Source: an optimization exercise on an open RTL-to-GDS flow (aim: small area, a short achievable clock period and few clock cycles per item). Production flows keep margins and buffers that such runs may drop.
Function was checked by simulation only, so behaviour that the tests miss may differ from the original.
Power is estimated from default activity; no workload was simulated.

Design trit_dma_top, start of the top module:
module trit_dma_top (
    input  wire                       i_clk,
    input  wire                       i_arst,
    output logic                      o_finish_int,
    input  wire                       i_slave_write,
    input  wire                       i_slave_read,
    input  trit_dma_pkg::saddr_t      i_slave_address,
    input  trit_dma_pkg::sword_t      i_slave_writedata,
    input  wire [32/8-1:0]   i_slave_byteenable,
    output trit_dma_pkg::sword_t      o_slave_readdata,
    output logic                      o_slave_waitrequest,
    output logic                      o_slave_readdatavalid,
    output trit_dma_pkg::maddr_t      o_master_address,
    output logic                      o_master_read,
    output logic                      o_master_write,
    output trit_dma_pkg::mword_t      o_master_writedata,
    output logic [16-1:0]      o_master_byteenable,
    input  wire                       i_master_waitrequest,
    input  trit_dma_pkg::mword_t      i_master_readdata,
    input  wire                       i_master_readdatavalid
);
Size in the first run: roughly 1200 cells after synthesis, ~220 flip-flops, ~13000 um2 of cells after synthesis.
clock: 5.0 ns
lec_check: 0
cap_margin: 20
core_margin: 2
core_utilization: 65
cts_buf_list: sky130_fd_sc_hd__clkbuf_16
cts_cluster_diameter: 100
cts_cluster_size: 20
setup_slack_margin: 2.0
slew_margin: 20
synth_hierarchical: 1
tns_end_percent: 0
standard.sh (not shown) runs the stock make flow with config.mk's settings and CLKGATE_MAP_FILE= SYNTH_SCRIPT=/design/flow/synth_recipe.tcl, a recipe that flattens the netlist after the stock synthesis.
==> flow/flow/run.sh <==
#!/bin/bash
set -euo pipefail
cd "$(dirname "$0")/.."
bash standard.sh BUFFER_PORTS_ARGS="-buffer_cell sky130_fd_sc_hd__buf_1" finish > standard_flow.log 2>&1
The baseline produced a clean layout.
Testbench counts at the start, summed over its fixed seeds: cycles 5,659, transfers 320.
Next try:
Settings changed: CTS_BUF_LIST sky130_fd_sc_hd__clkbuf_16 to not set, CTS_CLUSTER_DIAMETER 100 to 200, CTS_CLUSTER_SIZE 20 to 25.
What happened:
- count of clock-buffer cells in the layout is higher by 3
- final cell count hardly moves
- hold slack is better by 0.0041 ns
- sequential share of layout area is higher by 0.15 points
- die area does not change
- worst setup slack is worse by 0.0089 ns
- design area is lower slightly
- first-iteration DRC count is lower by roughly a tenth
- core utilization is lower by 0.30 points
- synthesized area stays the same
- via count is lower slightly
Next try:
Settings changed: CTS_CLUSTER_DIAMETER 200 to 100.
First-iteration DRC count does not change.
Total power is unchanged.
Synthesized cell count does not change.
Flip-flop and latch count is unchanged.
Wire length is unchanged.
Register-to-register slack hardly moves.
Via count stays the same.


## v36
The RTL this note starts from:
==> flow/design.v <==
`default_nettype none
package trit_dma_pkg;
    typedef logic [128-1:0] mword_t;
    typedef logic [28-1:0] maddr_t;
    typedef logic [32-1:0] sword_t;
    typedef logic [3-1:0] saddr_t;
    typedef logic [1:0] trit_t;
    typedef logic [2*27-1:0] trit_row_t;
    typedef logic [63:0] tick_t;
    typedef enum logic [1:0] {
        IDLE,
        LOAD,
        STORE,
        DONE
    } seq_state_t;
endpackage
`default_nettype wire
`timescale 1ns/1ps
`default_nettype none
module trit_dma_top (
    input  wire                       i_clk,
    input  wire                       i_arst,
    output logic                      o_finish_int,
    input  wire                       i_slave_write,
    input  wire                       i_slave_read,
    input  trit_dma_pkg::saddr_t      i_slave_address,
    input  trit_dma_pkg::sword_t      i_slave_writedata,
    input  wire [32/8-1:0]   i_slave_byteenable,
    output trit_dma_pkg::sword_t      o_slave_readdata,
    output logic                      o_slave_waitrequest,
    output logic                      o_slave_readdatavalid,
    output trit_dma_pkg::maddr_t      o_master_address,
    output logic                      o_master_read,
    output logic                      o_master_write,
    output trit_dma_pkg::mword_t      o_master_writedata,
    output logic [16-1:0]      o_master_byteenable,
    input  wire                       i_master_waitrequest,
    input  trit_dma_pkg::mword_t      i_master_readdata,
    input  wire                       i_master_readdatavalid
);
    localparam int DEPTH = 3;           
    localparam int PTR_W = (DEPTH > 1) ? $clog2(DEPTH) : 1;
    localparam int NB    = 16;
    localparam int LASTW = 6 - 1;
    trit_dma_pkg::sword_t src_reg;
    trit_dma_pkg::sword_t dst_reg;
    trit_dma_pkg::tick_t  tick_cnt;
    logic                 busy;
    logic                 finish;
    logic                 first;      
    logic                 start;
    assign o_slave_waitrequest   = 1'b0;
    assign o_slave_readdatavalid = i_slave_read;
    assign o_finish_int          = finish;
    assign start = i_slave_write && (i_slave_address == 3'd0) &&
                   i_slave_byteenable[0] && i_slave_writedata[1];
    always_ff @(posedge i_clk or posedge i_arst) begin
        if (i_arst) begin
            src_reg <= '0;
            dst_reg <= '0;
        end else if (i_slave_write) begin
            for (int i = 0; i < 32/8; i++) begin
                if (i_slave_byteenable[i]) begin
                    if (i_slave_address == 3'd1) src_reg[8*i +: 8] <= i_slave_writedata[8*i +: 8];
                    if (i_slave_address == 3'd2) dst_reg[8*i +: 8] <= i_slave_writedata[8*i +: 8];
                end
            end
        end
    end
    always_ff @(posedge i_clk or posedge i_arst) begin
        if (i_arst) begin
            tick_cnt <= '0;
        end else if (first) begin
            tick_cnt <= '0;
        end else if (busy) begin
            tick_cnt <= tick_cnt + 1'b1;
        end
    end
    always_comb begin
        case (i_slave_address)
            3'd0:      o_slave_readdata = {30'd0, busy, finish};
            3'd1:     o_slave_readdata = src_reg;
            3'd2:     o_slave_readdata = dst_reg;
            3'd3: o_slave_readdata = tick_cnt[31:0];
            3'd4: o_slave_readdata = tick_cnt[63:32];
            default:         o_slave_readdata = '0;
        endcase
    end
    logic [2:0]       rd_idx;     
    logic [2:0]       wr_idx;     
    logic [1:0]       avail;      
    logic [1:0]       cred;       
    logic             rd_q;
    logic             wr_q;
    logic             rd_acc;
    logic             wr_acc;
    logic             last_wr;
    logic [2:0]       rd_idx_n;
    logic [2:0]       wr_idx_n;
    logic [1:0]       avail_n;
    logic [1:0]       cred_n;
    logic             room_n;
    logic             rd_n;
    logic             wr_n;
    trit_dma_pkg::maddr_t addr_q;     
    assign o_master_read       = rd_q;
    assign o_master_write      = wr_q;
    assign rd_acc              = rd_q && !i_master_waitrequest;
    assign wr_acc              = wr_q && !i_master_waitrequest;
    assign last_wr             = wr_acc && (wr_idx == 3'(LASTW));
    assign o_master_byteenable = {16{1'b1}};
    assign o_master_address    = addr_q;
    assign rd_idx_n = rd_idx + 3'(rd_acc);
    assign wr_idx_n = wr_idx + 3'(wr_acc);
    assign avail_n  = avail + 2'(i_master_readdatavalid) - 2'(wr_acc);
    assign cred_n   = cred - 2'(rd_acc) + 2'(wr_acc);
    assign room_n   = (rd_idx_n != 3'(LASTW + 1)) && (cred_n != 2'd0);
    assign rd_n     = (rd_q && i_master_waitrequest) ||
                      (!(wr_q && i_master_waitrequest) && room_n);
    assign wr_n     = (wr_q && i_master_waitrequest) ||
                      (!(rd_q && i_master_waitrequest) && !room_n && (avail_n != 2'd0));
    always_ff @(posedge i_clk) begin
        if (start) begin
            addr_q <= src_reg[28-1:0];
        end else if (wr_n) begin
            addr_q <= dst_reg[28-1:0] + 28'(wr_idx_n);
        end else begin
            addr_q <= src_reg[28-1:0] + 28'(rd_idx_n);
        end
    end
    always_ff @(posedge i_clk or posedge i_arst) begin
        if (i_arst) begin
            busy   <= 1'b0;
            finish <= 1'b0;
            first  <= 1'b0;
            rd_q   <= 1'b0;
            wr_q   <= 1'b0;
            rd_idx <= '0;
            wr_idx <= '0;
            avail  <= '0;
            cred   <= '0;
        end else begin
            first <= start;
            if (start) begin
                busy   <= 1'b1;
                finish <= 1'b0;
                rd_q   <= 1'b1;
                wr_q   <= 1'b0;
                rd_idx <= '0;
                wr_idx <= '0;
                avail  <= '0;
                cred   <= 2'(DEPTH);
            end else begin
                rd_idx <= rd_idx_n;
                wr_idx <= wr_idx_n;
                avail  <= avail_n;
                cred   <= cred_n;
                if (last_wr) begin
                    busy   <= 1'b0;
                    finish <= 1'b1;
                    rd_q   <= 1'b0;
                    wr_q   <= 1'b0;
                end else if (busy) begin
                    rd_q <= rd_n;
                    wr_q <= wr_n;
                end
            end
        end
    end
    logic [2*NB-1:0]  buf_q [DEPTH];
    logic [DEPTH-1:0] rx_sel;     
    logic [DEPTH-1:0] wr_sel;     
    logic             tail_ok;    
    always_ff @(posedge i_clk or posedge i_arst) begin
        if (i_arst) begin
            rx_sel  <= DEPTH'(1);
            wr_sel  <= DEPTH'(1);
            tail_ok <= 1'b1;
        end else if (start) begin
            rx_sel  <= DEPTH'(1);
            wr_sel  <= DEPTH'(1);
            tail_ok <= 1'b1;
        end else begin
            if (i_master_readdatavalid) rx_sel <= {rx_sel[DEPTH-2:0], rx_sel[DEPTH-1]};
            if (wr_acc) begin
                wr_sel  <= {wr_sel[DEPTH-2:0], wr_sel[DEPTH-1]};
                tail_ok <= (wr_idx != 3'(LASTW - 1));
            end
        end
    end
    always_ff @(posedge i_clk) begin
        for (int e = 0; e < DEPTH; e++) begin
            if (i_master_readdatavalid && rx_sel[e]) begin
                for (int j = 0; j < NB; j++) buf_q[e][2*j +: 2] <= i_master_readdata[8*j +: 2];
            end
        end
    end
    always_comb begin
        logic [1:0] t;
        for (int j = 0; j < NB; j++) begin
            t = '0;
            for (int e = 0; e < DEPTH; e++) begin
                if (wr_sel[e] && (j == 0 || e != (LASTW % DEPTH) || tail_ok)) t = t | buf_q[e][2*j +: 2];
            end
            o_master_writedata[8*j +: 8] = {{6{t[1]}}, t};
        end
    end
endmodule
`default_nettype wire
Settings: LEC_CHECK=0, CAP_MARGIN=20, CORE_MARGIN=2, CORE_UTILIZATION=65, CTS_CLUSTER_DIAMETER=100, CTS_CLUSTER_SIZE=30, SETUP_SLACK_MARGIN=2.0, SLEW_MARGIN=20, TNS_END_PERCENT=0; clock period 5.0 ns.
Scripts as last shown in full above: flow/flow/run.sh
The final layout from v36, which completed every stage, passed the timing, DRC and antenna checks at the end of the flow.
Testbench counts of v36, summed over its fixed seeds: cycles 5,654, transfers 320.
#### Input delta (v40 over v36)
Settings: CORE_UTILIZATION changed from 65 to 75; CTS_CLUSTER_SIZE changed from 30 to 25.
Delta (v40 minus v36): total track usage picked up an extra 5.3 points; wire length neither gained nor lost much; number of cells after detailed placement lost 47.
The worst setup path endpoint comes out o_slave_readdata[13] in one run and o_slave_readdata[18] in the other, namely in v40 and v36 respectively.
Compare v40 and v36 | sequential share of layout area higher: v40
v36 → v40: average cell area after synthesis roughly the same; final cell count lower.
No stage failed in v40, and the final checks on the layout all came back clean.
Here is what was changed in the inputs of v45 compared with v40.
Settings: TNS_END_PERCENT: 0 -> 30; CTS_CLUSTER_SIZE: 25 -> unset; CTS_CLUSTER_DIAMETER: 100 -> unset; CORE_UTILIZATION: 75 -> 40.
Findings:
- Looking at worst hold slack, v45 sits below v40.
- Arrival time of the worst setup path essentially unchanged between v45 and v40.
- Compared with v40, in v45 number of buffers inserted for hold repair after clock tree synthesis did not really move, non-clock buffer total of the final layout went up.
> inputs changed (v45 -> v8)
Settings: a change of TNS_END_PERCENT from 30 to 0; a change of CORE_UTILIZATION from 40 to 65.
Results
v8: overall track demand over capacity in global routing 9.6 points above v45
Changes observed in v8 relative to v45: summed area of non-filler cells in the final layout saw a decrease; number of standard cells in the final layout excluding fillers lower.
Compared v45 against v8; via count within noise.
On initial detailed-routing violation count, v8 does better than v45.
| non-clock buffer count | v8 vs v45 | about 9% lower |
| width of the die | v8 vs v45 | 21% lower |
Static leakage power came out lower on v8 than on v45.
v8 was carried through to the last stage, and its layout satisfied the timing, DRC and antenna checks.
Of v45 and v8, v45 shows the higher power of the clock network, with v8 below it.
v8 has number of cells on the critical path below what v45 had.
The inputs of v26 differ from those of v8 as listed below.
Settings: CORE_UTILIZATION: 65 -> 40.
--- outcome ---
- v8: PASS, flow complete, no timing, DRC or antenna violations
- No stage failed in v26, and the final checks on the layout all came back clean.
- Relative to v8, synthesis-to-finish area growth increased by 2.4 points in v26.
- Compared with v8, v26 shows a lower combinational share of power.
- v26 ended up with a lower fraction of met2 tracks used by global routing than v8 did.
- v26 against v8: final core utilization now sits lower, instance count after placement with tap cells included now sits higher.
- Run comparison: v26 end point of the critical path o_slave_readdata[13]; v8 end point of the critical path o_slave_readdata[18]

[re-timing with driven ports]
In the flow no input, the clock included, has a driving cell. The finished layouts below were timed again as built, in two steps. Step 1 assumes that a clkbuf_16 drives the clock port and a buf_2 every other input. Step 2 times the ports against the registers' clock, not the clock port: input delays grow and output delays shrink by t, the midpoint of the rising clock arrivals with the driver on. Slacks: no drivers / after step 1 / after step 2; pairs: no drivers / after step 1.
run	shift t [ns]	setup WS [ns]	worst register clock-pin slew, ns
the first run of note 1	0.524	1.669 / 1.620 / 1.446	0.09 / 0.09
the second run of note 1	0.526	1.660 / 1.611 / 1.390	0.10 / 0.10
the third run of note 1	0.526	1.660 / 1.611 / 1.390	0.10 / 0.10
v36	0.526	1.708 / 1.655 / 1.312	0.12 / 0.12
v40	0.528	1.713 / 1.673 / 1.261	0.10 / 0.10
v45	0.606	1.698 / 1.659 / 1.423	0.06 / 0.06
v8	0.585	1.655 / 1.627 / 1.221	0.06 / 0.06
v26	0.605	1.642 / 1.595 / 1.149	0.06 / 0.06
After both steps every run listed still meets setup and hold. For v26, which loses most, drivers alone change the setup slack by -0.047 ns; drivers and shift together by -0.493 ns.
